This is an optimization exercise on Yosys and OpenROAD, whose aim is small area and a short achievable clock period, not a production implementation.
The RTL was checked by simulation tests, not by an equivalence proof against the original design.
Power and IR drop assume default switching activity.

==> flow/design.v, too long to show whole: its modules and the start of the top module <==
// module alu_dec: 45 lines
// module mult_pipe: 1110 lines
// module csa_fa: 10 lines
// module csa_ha: 9 lines
// module cdb_arbiter: 77 lines
// module fu_cluster: 84 lines
module fu_cluster (
    input  logic                        clock,
    input  logic                        reset,
    input  logic                        squash,
    input  logic [102:0]                alu0_issue,
    input  logic [102:0]                alu1_issue,
    input  logic [102:0]                mult_issue,
    output logic                        alu1_stall,
    output logic [77:0]                 cdb
);
  // ...
==> flow/flow/run.sh <==
#!/bin/bash
# The standard layout, with plain buffers on the ports in place of the
# delay cells the resizer picks by default (every port still gets one)
set -o pipefail
cp standard.sh standard_sh.txt
export BUFFER_PORTS_ARGS="-buffer_cell sky130_fd_sc_hd__buf_1"
bash standard.sh > standard.log 2>&1
==> flow/standard.sh <==
#!/bin/bash
# synth_recipe.tcl (not shown) runs the flow's synth.tcl, then flattens the netlist and writes it again
# the make line also repeats each setting of config.mk as NAME=value (left out here)
make -C /OpenROAD-flow-scripts/flow DESIGN_CONFIG=/design/flow/config.mk WORK_HOME=/design/flow/orfs CLKGATE_MAP_FILE= SYNTH_SCRIPT=/design/flow/synth_recipe.tcl "${@:-finish}"
==> flow/config.mk <==
export PLATFORM = sky130hd
export DESIGN_NAME = fu_cluster
export DESIGN_NICKNAME = fu_cluster
export VERILOG_FILES = /design/flow/design.v
export SDC_FILE = /design/flow/constraint.sdc
export NUM_CORES = 4
export LEC_CHECK = 0
export ABC_AREA = 1
export CAP_MARGIN = 20
export CORE_MARGIN = 2
export CORE_UTILIZATION = 40
export CTS_CLUSTER_DIAMETER = 120
export CTS_CLUSTER_SIZE = 25
export SETUP_SLACK_MARGIN = 5
export SLEW_MARGIN = 20
export SYNTH_HIERARCHICAL = 1
==> flow/constraint.sdc <==
create_clock -name core_clock -period 8.0 [get_ports {clock}]
set_input_delay 1.6000 -clock core_clock [delete_from_list [all_inputs] [get_ports {clock}]]
set_output_delay 1.6000 -clock core_clock [all_outputs]
set_load 0.01 [all_outputs]
==> key figures, run 1 <==
Run status
  • Outcome: finished clean

Cells and area
  • Share of cells above drive strength 1: about a tenth
  • Number of sequential cells: 564
  • Non-clk buf share: under 10%
  • Clock buffers: 40

Power and ir drop
  • Part of the power in combinational logic: just under 50%
  • Power share of the clock group: between 10% and 20%
  • Static leakage: around 20 nW
  • Power in the clock group: 0.00183 W

Min path
  • Hold Crit Depth: 0

GRT
  • Largest net degree at the start of global routing: 67
  • Initial antenna violation count: 5
  • Via count of the first global-routing pass: 34600

Timing
  • Final Max Tran Viols: 0
  • Final cycle utilization of the critical path: between 30% and 40%
  • Crit path time final: 3.10 ns
  • Final TNS setup: 0 ns
  • Actual transition at the worst max-transition pin: between 0.7 and 0.8 ns

Setup path
  • Worst setup path category: input port to register
  • CP startpoint: alu0_issue[5]
  • Cell mode on critical path: nand2_1
  • Worst-path maximum fanout: 13

CTS
  • Hold_buf cts: 0
  • Clock tree from TritonCTS: done
  • Max clock buf depth: 3
  • Clk pin slew, worst setup/hold paths: about 0.1 ns
  • Postcts setup bufs: between 40 and 50
  • Num Clock Sinks: between 500 and 600

Die
  • I/O Pins: about 400

Logic synthesis
  • Mapped Area: 40800 um2
  • Post-synth EDFFs: between 70 and 80
  • Commonest cells in the netlist: 1211 x nand2_1, 487 x dfxtp_1, 455 x inv_1
  • Largest family of logic cells by synthesized area: simple AND/OR/NAND/NOR gates
  • Yosys reg bits: around 560

Routing
  • Final wirelength: between 100000 and 150000 um
  • DRC viols: 0
  • Met2 WL: about 65000 um

Place
  • Routability cong.: between 0.9 and 1
  • Placed cells: approximately 6500
==> run 2, diff against run 1 <==
--- a/flow/config.mk
+++ b/flow/config.mk
@@ -8,9 +8,8 @@
 export ABC_AREA = 1
 export CAP_MARGIN = 20
 export CORE_MARGIN = 2
-export CORE_UTILIZATION = 40
-export CTS_CLUSTER_DIAMETER = 120
-export CTS_CLUSTER_SIZE = 25
+export CORE_UTILIZATION = 50
+export CTS_BUF_LIST = sky130_fd_sc_hd__clkbuf_8
 export SETUP_SLACK_MARGIN = 5
 export SLEW_MARGIN = 20
 export SYNTH_HIERARCHICAL = 1
==> run 2 against run 1 <==
  * Still clean
  * Die area shrank 20%
  * Routed wire length shrank 3.0%
  * Core utilization grew 12 points
  * Clock skew grew 0.022 ns
  * Synthesized area is the same
  * Combinational power shrank 3.9%
  * Cell area grew 1.1%
  * Fmax shrank 0.40%
  * Via count grew 1.5%
  * Critical endpoint is now ix0[21]
==> key figures, run 2 <==
CTS
  • Clock tree from TritonCTS: done (unchanged)
  • Num Clock Sinks: 564 (unchanged)
  • CTS root buffer: clkbuf_8 (was clkbuf_16)
  • CTS H-tree depth: 3 (was 1)
  • Worst-skew pair later-pin latency: 0.74 ns (was 0.66 ns)
  • Max clock buf depth: 3 (unchanged)
  • Clk pin slew, worst setup/hold paths: 0.07 ns (was 0.10 ns)
  • Num CTS Buffers: 96 (was 30)

Routing
  • Vias per cell: 5.72 (was 5.47)
  • Antenna Nets Post-Route: 0 (unchanged)
  • WL/cell: 21.3 um (about the same)
  • Initial DRT Pass Iterations: 6 (was 8)
  • DR iter-0 viols: 4232 (was 3796)
  • Final wirelength: 138000 um (was 143000 um)
  • Vias: 37200 (was 36700)
  • DRC viols: 0 (unchanged)

Cells and area
  • Largest registers: ix0 (69), ix1 (69) (unchanged)
  • Fin nets: 6135 (was 6092)
  • Commonest cells after routing, fill and taps aside: 1183 x nand2_1, 474 x dfxtp_1, 448 x inv_1 (was 1175 x nand2_1, 474 x dfxtp_1, 434 x inv_1)
  • Area growth from synthesis to layout: 13.2% (was 11.9%)
  • Share of cells above drive strength 1: 12.0% (was 10.6%)
  • Most common cell after layout, fill and taps aside: nand2_1 (unchanged)
  • Fin util: 57.2% (was 45.0%)

Min path
  • Min-delay src: mult_pipe_0.t1[0] (unchanged)
  • Hold Crit Class: register to register (unchanged)

Logic synthesis
  • Sequential share of the synthesized area: 29.6% (unchanged)
  • Cells after Synth: 5105 (unchanged)
  • Post-Syn Area per Cell: 7.99 um2 (unchanged)
  • Commonest cells in the netlist: 1211 x nand2_1, 487 x dfxtp_1, 455 x inv_1 (unchanged)
  • Main area contributors after synthesis: dfxtp_1 24%, nand2_1 11%, fa_1 11% (unchanged)
  • Synth cell types: 65 (unchanged)
  • Area share of the leading cell type in the synthesized netlist: 23.9% (unchanged)
  • Synth Warn #: 10 (unchanged)
  • Top-count cell post-synth: nand2_1 (unchanged)
  • Yosys reg bits: 564 (unchanged)
  • Synth Net Count: 5885 (unchanged)
  • Post-synth EDFFs: 77 (unchanged)
  • Ys async rst share: 0% (unchanged)
  • Top FF cell, synth: dfxtp_1 (unchanged)
  • Mapped Area: 40800 um2 (unchanged)
  • Synth area leader: dfxtp_1 (unchanged)

Setup path
  • CP Launch Type: input port (unchanged)
  • R2R Path Start: mult_pipe_0.a0[1] (unchanged)
  • CP startpoint: alu0_issue[5] (unchanged)
  • Worst-path maximum fanout: 5 (was 13)
  • Crit end category: register (unchanged)
  • Worst setup path category: input port to register (unchanged)
  • Critical Path AT: 3.76 ns (was 3.66 ns)
  • CP Data Required Time: 8.65 ns (was 8.56 ns)

GRT
  • Met3 Usage GRT: 6.52% (was 3.45%)
  • Met1 Use GR: 48.1% (was 36.6%)
  • Overflow left after global routing: 0 (unchanged)
  • All-Layer GR Usage: 31.9% (was 26.3%)
  • Grt met2 use: 46.1% (was 42.3%)
  • GRT Max-Usage Layer: met1 (was met2)
  • Initial antenna violation count: 7 (was 5)
  • First-pass GRT wire length: 206000 um (was 212000 um)
  • Largest net degree at the start of global routing: 73 (was 67)
  • Via count of the first global-routing pass: 34100 (was 34600)

Die
  • Die ar.: 83900 um2 (was 105000 um2)
  • Rows: 104 (was 117)
  • Die Wd: 290 um (was 323 um)
  • Placeable Area: 80700 um2 (was 101000 um2)
  • I/O Pins: 391 (unchanged)
  • Die extent in y: 290 um (was 323 um)
  • Initial core utilization: 50.5% (was 40.2%)

Run
  • Max cap viols: 0 (unchanged)

Timing
  • Final Max Tran Viols: 0 (unchanged)
  • Actual transition at the worst max-transition pin: 1.07 ns (was 0.772 ns)
  • Setup Skew: 0.0561 ns (was 0.0341 ns)
  • Final TNS setup: 0 ns (unchanged)
  • Slew HR: 28.3% (was 48.5%)
  • Setup violations, final: 0 (unchanged)
  • Fmax: 321 MHz (was 322 MHz)
  • Crit path time final: 3.12 ns (was 3.10 ns)
  • Hold Vio Cnt, Final: 0 (unchanged)
  • RSZ-0062 raised after global routing: yes (unchanged)
  • Final cycle utilization of the critical path: 38.9% (was 38.8%)

Run status
  • Outcome: finished clean (unchanged)

Place
  • HPWL after DPL: 101000 um (was 103000 um)
  • IO Port Bufs: 338 (unchanged)
  • Routability cong.: 0.981 (was 0.975)

Power and ir drop
  • Worst VDD drop: 197 uV (was 242 uV)
  • P per Cell Area: 262 nW/um2 (was 242 nW/um2)
  • Static leakage: 20.7 nW (was 20.1 nW)
[run 2: cell counts after synthesis]
Identical to the previous run, type by type.
[run 2: modules after synthesis (local to each module, per instance)]
| module | copies in the design | flip-flops and latches | cells | area [um2] |
|---|---|---|---|---|
| alu_dec | 2 | 0 | 573 | 3590 |
| cdb_arbiter | 1 | 0 | 2129 | 10300 |
| csa_fa | 211 | 0 | 1 | 20.0 |
| csa_ha | 29 | 0 | 1 | 12.5 |
| fu_cluster | 1 | 297 | 316 | 6790 |
| mult_pipe | 1 | 267 | 1274 | 12000 |
[run 2: per-stage QoR]
| step | total power, W | hold WS, ns | cell area [um2] | std cells | setup WS (ns) |
|---|---|---|---|---|---|
| global route | 0.0130 | 0.328 | 46200 | 6498 | 4.80 |
| finish | 0.0121 | 0.322 | 46200 | 6501 | 4.88 |
| floorplan | 0.00730 | 0.310 | 41000 | 5105 | 4.48 |
| CTS | 0.0120 | 0.324 | 45200 | 6443 | 4.97 |
| global placement | 0.00878 | 0.311 | 42000 | 6209 | 3.34 |
| detailed placement | 0.00886 | 0.312 | 42000 | 6209 | 3.31 |
[run 2: timing repair]
| action | 4_1_cts | 5_1_grt |
|---|---|---|
| setup buffers | 46 | 46 |
| cloned | 8 | 8 |
| pin swaps | 37 | 57 |
| hold buffers | 0 | 0 |
| gates resized for setup | 109 | 116 |
| endpoints found under the setup margin | 150 | 132 |
[run 2: critical path: stages]
cell,delay (ns)
clkbuf_16,0.10
buf_12,0.11
nand2_4,0.05
nand2_4,0.07
nand3_4,0.08
buf_12,0.15
buf_8,0.14
buf_4,0.14
nand2_4,0.06
nand2_2,0.06
fa_2,0.38
o21ai_4,0.22
a21oi_4,0.11
o21ai_4,0.26
nand2_1,0.10
nand3_1,0.07
nand2_1,0.05
[run 2: path summary, 6_finish.rpt]
check	cells past startpoint	slack (ns)	endpoint
worst min-delay path	0	0.32	mult_pipe_0.t2[0]
worst max-delay path	17	4.88	ix0[21]
worst max register to register	8	5.01	mult_pipe_0.cs1_10_1
worst min register to register	0	0.32	mult_pipe_0.t2[0]
[run 2: layout make-up]
class | instances | area [um2]
fillers | 7660 | 34500
multi-input cells | 3708 | 25800
flip-flops and latches | 564 | 12100
repair buffers | 476 | 2590
inverters | 498 | 1990
clock buffers | 126 | 1730
well taps | 1060 | 1330
clock inverters | 54 | 559
repair inverters | 11 | 72.6
diodes | 4 | 10.0
[run 2: per-layer routing]
metal | vias to the layer above | wire (um)
met3 | 228 | 14500
met4 | 0 | 3750
met1 | 17600 | 62300
met5 | - | 0
li1 | 17500 | -
met2 | 1892 | 57900
[run 2: cells by family (layout without fill, tap and decap cells)]
logic type | after synthesis | in the layout | synth area share, %
AO/OA/AOI/OAI | 917 | 917 | 14.2
XOR/XNOR | 351 | 351 | 7.54
adder cells (fa/ha/maj) | 468 | 468 | 18.4
buffers and inverters | 835 | 1165 | 9.07
flip-flops | 564 | 564 | 29.6
multiplexers | 15 | 15 | 0.414
other | 1 | 5 | 0.00920
AND/OR/NAND/NOR | 1954 | 1956 | 20.8
[run 2: power by group]
group	total (W)	internal (W)	switching [W]
combinational	0.00512	0.00205	0.00306
clock	0.00303	0.00173	0.00130
sequential	0.00394	0.00349	0.000449
==> module alu_dec, before the edit <==
module alu_dec (
    input  logic [102:0] issue,
    output logic [68:0]  dec
);
    logic [31:0] w, a, rs2, b, bx, a_rev, f1;
    logic [16:0] lo;
    logic        is_op, is_imm, alt, sub, ok, reg_b, same;
    logic [2:0]  f3;
    logic [8:0]  ctl;
    assign w      = issue[31:0];
    assign a      = issue[95:64];
    assign rs2    = issue[63:32];
    assign is_op  = (w[6:0] == 7'b0110011);
    assign is_imm = (w[6:0] == 7'b0010011);
    assign ok     = is_op || is_imm;
    assign f3     = w[14:12];
    assign alt    = w[30];
    assign reg_b  = w[5];
    assign b      = reg_b ? rs2 : {{20{w[31]}}, w[31:20]};
    assign sub    = (f3 == 3'd0 && reg_b && alt) || f3 == 3'd2 || f3 == 3'd3;
    assign bx     = b ^ {32{sub}};
    assign same   = (a[31] == b[31]);
    assign lo     = {1'b0, a[15:0]} + {1'b0, bx[15:0]} + {16'd0, sub};
    always_comb begin
        for (int i = 0; i < 32; i++) a_rev[i] = a[31-i];
        case (f3)
            3'd1:    f1 = a_rev;
            3'd4:    f1 = a ^ b;
            3'd5:    f1 = a;
            3'd6:    f1 = a | b;
            3'd7:    f1 = a & b;
            default: f1 = {a[31:16], bx[31:16]};
        endcase
    end
    assign ctl[8] = ok && f3 == 3'd0;
    assign ctl[7] = ok && (f3 == 3'd4 || f3 == 3'd6 || f3 == 3'd7);
    assign ctl[6] = ok && f3 == 3'd3;
    assign ctl[5] = ok && f3 == 3'd2 && same;
    assign ctl[4] = ok && f3 == 3'd2 && !same && a[31];
    assign ctl[3] = lo[16];
    assign ctl[2] = ok && f3 == 3'd5;
    assign ctl[1] = ok && f3 == 3'd1;
    assign ctl[0] = alt && a[31] && f3 == 3'd5;
    assign dec = {issue[102], issue[101:96], b[4:0], f1, lo[15:0], ctl};
endmodule
==> module cdb_arbiter, before the edit <==
module cdb_arbiter (
    input  logic        mult_valid,
    input  logic [5:0]  mult_tag,
    input  logic [15:0] mult_lo,       
    input  logic        mult_ci,       
    input  logic [15:0] mult_xh,       
    input  logic [15:0] mult_yh,
    input  logic [68:0] alu0_dec,      
    input  logic [68:0] alu1_dec,      
    input  logic [38:0] alu1_held,     
    input  logic [38:0] alu1_saved,    
    input  logic        run1,          
    input  logic        after,         
    output logic [38:0] lane0_next,
    output logic [38:0] lane1_next,
    output logic [38:0] alu1_fresh,    
    output logic [38:0] alu1_next,     
    output logic        stall_next
);
    logic [15:0] hs0, hs1, hs2;
    logic        co0, co1;
    assign {co0, hs0} = {1'b0, alu0_dec[56:41]} + {1'b0, alu0_dec[40:25]} + {16'd0, alu0_dec[3]};
    assign {co1, hs1} = {1'b0, alu1_dec[56:41]} + {1'b0, alu1_dec[40:25]} + {16'd0, alu1_dec[3]};
    assign hs2        = mult_xh + mult_yh + {15'd0, mult_ci};
    logic [31:0] sr0, sr1, sl0, sl1;
    assign sr0 = 32'($signed({alu0_dec[0], alu0_dec[56:25]}) >>> alu0_dec[61:57]);
    assign sr1 = 32'($signed({alu1_dec[0], alu1_dec[56:25]}) >>> alu1_dec[61:57]);
    always_comb begin
        for (int i = 0; i < 32; i++) begin
            sl0[i] = sr0[31-i];
            sl1[i] = sr1[31-i];
        end
    end
    logic [31:0] s0, s1, r0, r1;
    assign s0 = {hs0, alu0_dec[24:9]};
    assign s1 = {hs1, alu1_dec[24:9]};
    assign r0[31:1] = ({31{alu0_dec[8]}} & s0[31:1])  | ({31{alu0_dec[7]}} & alu0_dec[56:26])
                    | ({31{alu0_dec[2]}} & sr0[31:1]) | ({31{alu0_dec[1]}} & sl0[31:1]);
    assign r0[0]    = (alu0_dec[8] & s0[0])  | (alu0_dec[7] & alu0_dec[25])
                    | (alu0_dec[2] & sr0[0]) | (alu0_dec[1] & sl0[0])
                    | (alu0_dec[6] & !co0)   | (alu0_dec[5] & hs0[15]) | alu0_dec[4];
    assign r1[31:1] = ({31{alu1_dec[8]}} & s1[31:1])  | ({31{alu1_dec[7]}} & alu1_dec[56:26])
                    | ({31{alu1_dec[2]}} & sr1[31:1]) | ({31{alu1_dec[1]}} & sl1[31:1]);
    assign r1[0]    = (alu1_dec[8] & s1[0])  | (alu1_dec[7] & alu1_dec[25])
                    | (alu1_dec[2] & sr1[0]) | (alu1_dec[1] & sl1[0])
                    | (alu1_dec[6] & !co1)   | (alu1_dec[5] & hs1[15]) | alu1_dec[4];
    assign alu1_fresh = {{alu1_dec[68], alu1_dec[67:62]}, r1};
    assign alu1_next  = after ? alu1_saved : alu1_fresh;
    logic mv, v0, vn, v1;
    logic l0_m, l0_a0, l0_new, l0_sv, l0_held;
    logic l1_a0, l1_new, l1_sv, l1_held;
    assign mv = mult_valid;
    assign v0 = alu0_dec[68];
    assign vn = alu1_dec[68];
    assign v1 = run1 ? (after ? alu1_saved[38] : vn) : alu1_held[38];
    assign l0_m    = mv;
    assign l0_a0   = !mv && v0;
    assign l0_new  = !mv && !v0 && run1 && !after;
    assign l0_sv   = !mv && !v0 && run1 && after;
    assign l0_held = !mv && !v0 && !run1;
    assign l1_a0   = mv && v0;
    assign l1_new  = !(mv && v0) && run1 && !after;
    assign l1_sv   = !(mv && v0) && run1 && after;
    assign l1_held = !(mv && v0) && !run1;
    assign lane0_next[38]   = mv | v0 | v1;
    assign lane0_next[37:0] = ({38{l0_m}}    & {mult_tag, hs2, mult_lo})
                            | ({38{l0_a0}}   & {alu0_dec[67:62], r0})
                            | ({38{l0_new}}  & {alu1_dec[67:62], r1})
                            | ({38{l0_sv}}   & alu1_saved[37:0])
                            | ({38{l0_held}} & alu1_held[37:0]);
    assign lane1_next[38]   = (mv & (v0 | v1)) | (v0 & v1);
    assign lane1_next[37:0] = ({38{l1_a0}}   & {alu0_dec[67:62], r0})
                            | ({38{l1_new}}  & {alu1_dec[67:62], r1})
                            | ({38{l1_sv}}   & alu1_saved[37:0])
                            | ({38{l1_held}} & alu1_held[37:0]);
    assign stall_next       = mv & v0 & v1;
endmodule
==> run 3, diff against run 2 <==
--- a/flow/design.v
+++ b/flow/design.v
@@ -8,7 +8,7 @@
 );
     logic [31:0] w, a, rs2, b, bx, a_rev, f1;
     logic [16:0] lo;
-    logic        is_op, is_imm, alt, sub, ok, reg_b, same;
+    logic        is_op, is_imm, alt, sub, ok, reg_b, same, logic_op;
     logic [2:0]  f3;
     logic [8:0]  ctl;
     assign w      = issue[31:0];
@@ -37,15 +37,16 @@
         endcase
     end
     assign ctl[8] = ok && f3 == 3'd0;
-    assign ctl[7] = ok && (f3 == 3'd4 || f3 == 3'd6 || f3 == 3'd7);
+    assign ctl[7] = 1'b0;
     assign ctl[6] = ok && f3 == 3'd3;
     assign ctl[5] = ok && f3 == 3'd2 && same;
     assign ctl[4] = ok && f3 == 3'd2 && !same && a[31];
     assign ctl[3] = lo[16];
-    assign ctl[2] = ok && f3 == 3'd5;
+    assign ctl[2] = ok && (f3 == 3'd5 || logic_op);
     assign ctl[1] = ok && f3 == 3'd1;
     assign ctl[0] = alt && a[31] && f3 == 3'd5;
-    assign dec = {issue[102], issue[101:96], b[4:0], f1, lo[15:0], ctl};
+    assign logic_op = (f3 == 3'd4 || f3 == 3'd6 || f3 == 3'd7);
+    assign dec = {issue[102], issue[101:96], logic_op ? 5'd0 : b[4:0], f1, lo[15:0], ctl};
 endmodule
 module mult_pipe (
     input  logic         clock,
@@ -1212,45 +1213,44 @@
     logic [31:0] s0, s1, r0, r1;
     assign s0 = {hs0, alu0_dec[24:9]};
     assign s1 = {hs1, alu1_dec[24:9]};
-    assign r0[31:1] = ({31{alu0_dec[8]}} & s0[31:1])  | ({31{alu0_dec[7]}} & alu0_dec[56:26])
+    assign r0[31:1] = ({31{alu0_dec[8]}} & s0[31:1])
                     | ({31{alu0_dec[2]}} & sr0[31:1]) | ({31{alu0_dec[1]}} & sl0[31:1]);
-    assign r0[0]    = (alu0_dec[8] & s0[0])  | (alu0_dec[7] & alu0_dec[25])
+    assign r0[0]    = (alu0_dec[8] & s0[0])
                     | (alu0_dec[2] & sr0[0]) | (alu0_dec[1] & sl0[0])
                     | (alu0_dec[6] & !co0)   | (alu0_dec[5] & hs0[15]) | alu0_dec[4];
-    assign r1[31:1] = ({31{alu1_dec[8]}} & s1[31:1])  | ({31{alu1_dec[7]}} & alu1_dec[56:26])
+    assign r1[31:1] = ({31{alu1_dec[8]}} & s1[31:1])
                     | ({31{alu1_dec[2]}} & sr1[31:1]) | ({31{alu1_dec[1]}} & sl1[31:1]);
-    assign r1[0]    = (alu1_dec[8] & s1[0])  | (alu1_dec[7] & alu1_dec[25])
+    assign r1[0]    = (alu1_dec[8] & s1[0])
                     | (alu1_dec[2] & sr1[0]) | (alu1_dec[1] & sl1[0])
                     | (alu1_dec[6] & !co1)   | (alu1_dec[5] & hs1[15]) | alu1_dec[4];
-    assign alu1_fresh = {{alu1_dec[68], alu1_dec[67:62]}, r1};
-    assign alu1_next  = after ? alu1_saved : alu1_fresh;
-    logic mv, v0, vn, v1;
-    logic l0_m, l0_a0, l0_new, l0_sv, l0_held;
-    logic l1_a0, l1_new, l1_sv, l1_held;
+    assign alu1_fresh = {alu1_dec[68], alu1_dec[67:62], r1};
+    logic [38:0] alu1_other;
+    logic        fresh;
+    assign alu1_other = run1 ? alu1_saved : alu1_held;
+    assign fresh      = run1 && !after;
+    assign alu1_next  = after ? alu1_other : alu1_fresh;
+    logic mv, v0, v1;
+    logic l0_m, l0_a0, l0_new, l0_oth;
+    logic l1_a0, l1_new, l1_oth;
     assign mv = mult_valid;
     assign v0 = alu0_dec[68];
-    assign vn = alu1_dec[68];
-    assign v1 = run1 ? (after ? alu1_saved[38] : vn) : alu1_held[38];
+    assign v1 = fresh ? alu1_dec[68] : alu1_other[38];
     assign l0_m    = mv;
     assign l0_a0   = !mv && v0;
-    assign l0_new  = !mv && !v0 && run1 && !after;
-    assign l0_sv   = !mv && !v0 && run1 && after;
-    assign l0_held = !mv && !v0 && !run1;
+    assign l0_new  = !mv && !v0 && fresh;
+    assign l0_oth  = !mv && !v0 && !fresh;
     assign l1_a0   = mv && v0;
-    assign l1_new  = !(mv && v0) && run1 && !after;
-    assign l1_sv   = !(mv && v0) && run1 && after;
-    assign l1_held = !(mv && v0) && !run1;
+    assign l1_new  = !(mv && v0) && fresh;
+    assign l1_oth  = !(mv && v0) && !fresh;
     assign lane0_next[38]   = mv | v0 | v1;
     assign lane0_next[37:0] = ({38{l0_m}}    & {mult_tag, hs2, mult_lo})
                             | ({38{l0_a0}}   & {alu0_dec[67:62], r0})
                             | ({38{l0_new}}  & {alu1_dec[67:62], r1})
-                            | ({38{l0_sv}}   & alu1_saved[37:0])
-                            | ({38{l0_held}} & alu1_held[37:0]);
+                            | ({38{l0_oth}}  & alu1_other[37:0]);
     assign lane1_next[38]   = (mv & (v0 | v1)) | (v0 & v1);
     assign lane1_next[37:0] = ({38{l1_a0}}   & {alu0_dec[67:62], r0})
                             | ({38{l1_new}}  & {alu1_dec[67:62], r1})
-                            | ({38{l1_sv}}   & alu1_saved[37:0])
-                            | ({38{l1_held}} & alu1_held[37:0]);
+                            | ({38{l1_oth}}  & alu1_other[37:0]);
     assign stall_next       = mv & v0 & v1;
 endmodule
 module fu_cluster (
--- a/flow/config.mk
+++ b/flow/config.mk
@@ -8,8 +8,9 @@
 export ABC_AREA = 1
 export CAP_MARGIN = 20
 export CORE_MARGIN = 2
-export CORE_UTILIZATION = 50
-export CTS_BUF_LIST = sky130_fd_sc_hd__clkbuf_8
+export CORE_UTILIZATION = 40
+export CTS_CLUSTER_DIAMETER = 120
+export CTS_CLUSTER_SIZE = 25
 export SETUP_SLACK_MARGIN = 5
 export SLEW_MARGIN = 20
 export SYNTH_HIERARCHICAL = 1
==> run 3 against run 2 <==
  * Critical path type unchanged
  * Via count decreased by 3.5%
  * Register-to-register slack barely moved
  * Still clean
  * Critical endpoint is now ix0[17]
  * Routed wire length is 1.3% lower
  * Largest power group unchanged
==> key figures, run 3 <==
Routing
  • Antenna Nets Post-Route: 0 (unchanged)
  • WL/cell: 20.7 um (was 21.3 um)
  • Final wirelength: 137000 um (was 138000 um)
  • Vias per cell: 5.44 (was 5.72)
  • DR iter-0 viols: 3711 (was 4232)
  • Vias: 35900 (was 37200)
  • Initial DRT Pass Iterations: 6 (unchanged)
  • DRC viols: 0 (unchanged)

Setup path
  • Cell mode on critical path: o21ai_4 (was nand2_4)
  • CP max stage cell: ha_1 (was fa_2)
  • Max incr delay on CP: 0.31 ns (was 0.38 ns)
  • CP Cell Sequence: clkbuf_16 > buf_12 > inv_8 > or2_2 > o21ai_4 > xor2_1 > ha_1 > a21oi_2 > o21ai_4 > a21oi_4 > o21ai_4 > buf_4 > xor2_1 (was clkbuf_16 > buf_12 > nand2_4 > nand2_4 > nand3_4 > buf_12 > buf_8 > buf_4 > nand2_4 > nand2_2 > fa_2 > o21ai_4 > a21oi_4 > o21ai_4 > nand2_1 > nand3_1 > nand2_1)
  • CP bufs+invs: 4 (was 5)
  • Worst setup path category: input port to register (unchanged)
  • Crit-path leading delay family: compound AO/OA/AOI/OAI gates (was buffers and inverters)
  • R2R Setup Slk: 5.01 ns (about the same)
  • CP Launch Type: input port (unchanged)
  • Crit end category: register (unchanged)
  • R2R Path Start: mult_pipe_0.one0[5] (was mult_pipe_0.a0[1])
  • RR Endpoint: mult_pipe_0.cs1_30_1 (was mult_pipe_0.cs1_10_1)
  • Worst-path maximum fanout: 13 (was 5)
  • Critical Path AT: 3.64 ns (was 3.76 ns)
  • CP Data Required Time: 8.51 ns (was 8.65 ns)
  • Cells on worst reg2reg path: 6 (was 8)

Run status
  • Outcome: finished clean (unchanged)

Min path
  • Min-delay src: mult_pipe_0.t0[1] (was mult_pipe_0.t1[0])
  • Worst hold path endpoint: mult_pipe_0.t1[1] (was mult_pipe_0.t2[0])
  • Hold Crit Class: register to register (unchanged)
  • Hold Crit Depth: 0 (unchanged)

Timing
  • Final Max Tran Viols: 0 (unchanged)
  • Actual transition at the worst max-transition pin: 1.09 ns (was 1.07 ns)
  • Final TNS setup: 0 ns (unchanged)
  • Fmax: 319 MHz (was 321 MHz)
  • Final cycle utilization of the critical path: 39.1% (was 38.9%)
  • Setup Skew: 0.0272 ns (was 0.0561 ns)
  • Slew HR: 27.5% (was 28.3%)
  • Setup violations, final: 0 (unchanged)
  • RSZ-0062 raised after global routing: yes (unchanged)
  • Crit path time final: 3.13 ns (was 3.12 ns)
  • Hold Vio Cnt, Final: 0 (unchanged)

Cells and area
  • Layout fillers: 9913 (was 7660)
  • Register area: 12000 um2 (was 12100 um2)
  • Fin nets: 5998 (was 6135)
  • Largest registers: ix0 (68), ix1 (68) (was ix0 (69), ix1 (69))
  • Final instance area: 45600 um2 (was 46200 um2)
  • Share of cells above drive strength 1: 12.5% (was 12.0%)
  • Most common cell after layout, fill and taps aside: nand2_1 (unchanged)
  • Area growth from synthesis to layout: 12.4% (was 13.2%)
  • Number of diodes: 0 (was 4)
  • Commonest cells after routing, fill and taps aside: 1068 x nand2_1, 476 x dfxtp_1, 473 x nand3_1 (was 1183 x nand2_1, 474 x dfxtp_1, 448 x inv_1)
  • Area of the multi-input gates: 25900 um2 (was 25800 um2)
  • Fin util: 45.4% (was 57.2%)

Logic synthesis
  • Synth Warn #: 10 (unchanged)
  • Cells after Synth: 4973 (was 5105)
  • Mapped Area: 40500 um2 (was 40800 um2)
  • Synth Net Count: 5753 (was 5885)
  • Post-Syn Area per Cell: 8.15 um2 (was 7.99 um2)

CTS
  • Worst-skew pair later-pin latency: 0.60 ns (was 0.74 ns)
  • Num CTS Buffers: 34 (was 96)
  • Hold_buf cts: 0 (unchanged)
  • Max clock buf depth: 3 (unchanged)
  • Clock tree from TritonCTS: done (unchanged)
  • Clk pin slew, worst setup/hold paths: 0.09 ns (was 0.07 ns)
  • CTS root buffer: clkbuf_16 (was clkbuf_8)
  • Num Clock Sinks: 562 (was 564)
  • CTS H-tree depth: 2 (was 3)

GRT
  • Overflow left after global routing: 0 (unchanged)
  • Initial antenna violation count: 7 (unchanged)
  • First-pass GRT wire length: 204000 um (was 206000 um)
  • Via count of the first global-routing pass: 33800 (was 34100)
  • Largest net degree at the start of global routing: 69 (was 73)
  • All-Layer GR Usage: 25.4% (was 31.9%)

Power and ir drop
  • P per Cell Area: 249 nW/um2 (was 262 nW/um2)
  • Worst VDD drop: 344 uV (was 197 uV)
  • Static leakage: 20.5 nW (was 20.7 nW)

Place
  • IO Port Bufs: 338 (unchanged)
  • Routability cong.: 0.981 (about the same)
  • HPWL after DPL: 99200 um (was 101000 um)
  • Placed Area: 42000 um2 (about the same)

Die
  • I/O Pins: 391 (unchanged)
  • Die ar.: 104000 um2 (was 83900 um2)
  • Die Wd: 322 um (was 290 um)
  • Rows: 116 (was 104)
  • Placeable Area: 100000 um2 (was 80700 um2)
  • Die extent in y: 322 um (was 290 um)
  • Initial core utilization: 40.4% (was 50.5%)

Run
  • Max cap viols: 0 (unchanged)
==> run 3: layout make-up <==
cell class / count / area share (%)
clock inverter: 12 / 0.417
timing repair buffer: 521 / 6.54
timing repair inverter: 14 / 0.209
clock buffer: 44 / 2.11
multi-input combinational: 3659 / 56.7
inverter: 426 / 3.83
sequential: 562 / 26.4
tap: 1357 / 3.73
==> run 3: worst max path at each step <==
stage | start | endpoint | cells past startpoint
after floorplan | alu0_issue[5] | ix0[19] | 14
after global placement | alu0_issue[5] | ix0[19] | 15
after detailed placement | alu1_issue[5] | ix1[23] | 12
after CTS | alu1_issue[5] | ix1[23] | 11
after global routing | alu0_issue[5] | ix0[17] | 12
final | alu0_issue[5] | ix0[17] | 13
==> run 3: power by group <==
part	switching, W	leakage (nW)	internal [W]
clock	0.00109	0.558	0.000904
sequential	0.000396	4.98	0.00347
combinational	0.00328	14.9	0.00219
==> run 3: repair_timing <==
item | in CTS | in global routing
endpoints found under the setup margin | 187 | 151
pin swaps | 59 | 88
gates cloned | 13 | 7
gates resized for setup | 125 | 136
setup buffers | 66 | 71
hold endpoints to repair | 0 | 0
==> run 3: metrics by stage <==
step,hold slack [ns],setup WS (ns),total power [W],cells
after floorplan,0.310,4.46,0.00735,4973
after global placement,0.314,3.39,0.00898,6382
after detailed placement,0.313,3.35,0.00903,6382
after CTS,0.333,4.91,0.0112,6517
after global routing,0.344,4.81,0.0122,6595
final,0.333,4.87,0.0113,6595
==> run 3: worst register-to-register path: cells and delay by family (launching register included) <==
kind / cells / cell delay [ns]
flops: 1 / 0.39
compound gates: 1 / 0.33
buf+inv: 1 / 0.46
fa+ha+maj: 3 / 1.54
xor+xnor: 1 / 0.13
==> run 3: per-layer routing <==
metal	GRT usage, %	wire [um]
met5	0	0
met4	7.58	4710
met3	3.78	10100
met2	42.4	64500
met1	33.8	57400

afterwards: timing with drivers on the ports:
No port has a modelled driver above. Below, the same layouts with a new extraction and two added sets of constraints.
Step 1 (the two cells are an assumption about what drives the block):
set clk [get_ports {clock}]
set_driving_cell -lib_cell sky130_fd_sc_hd__clkbuf_16 $clk
set_driving_cell -lib_cell sky130_fd_sc_hd__buf_2 [delete_from_list [all_inputs] $clk]
Step 2, shift: input delay + t, output delay - t, t = (earliest + latest rising clock arrival at the registers) / 2. This alone moves slack from input paths to output paths.
Slacks: ideal / step 1 / step 2; pairs: ideal / step 1.
| run | t, ns | setup WS [ns] | slew at the worst register clock pin (ns) |
|---|---|---|---|
| run 1 | 0.714 | 4.897 / 4.908 / 4.194 | 0.11 / 0.11 |
| run 2 | 0.786 | 4.885 / 4.887 / 4.101 | 0.07 / 0.07 |
| run 3 | 0.659 | 4.868 / 4.877 / 4.218 | 0.10 / 0.10 |
After both steps every run listed still meets setup and hold. For run 2, which loses most, drivers alone change the setup slack by +0.002 ns; drivers and shift together by -0.784 ns.
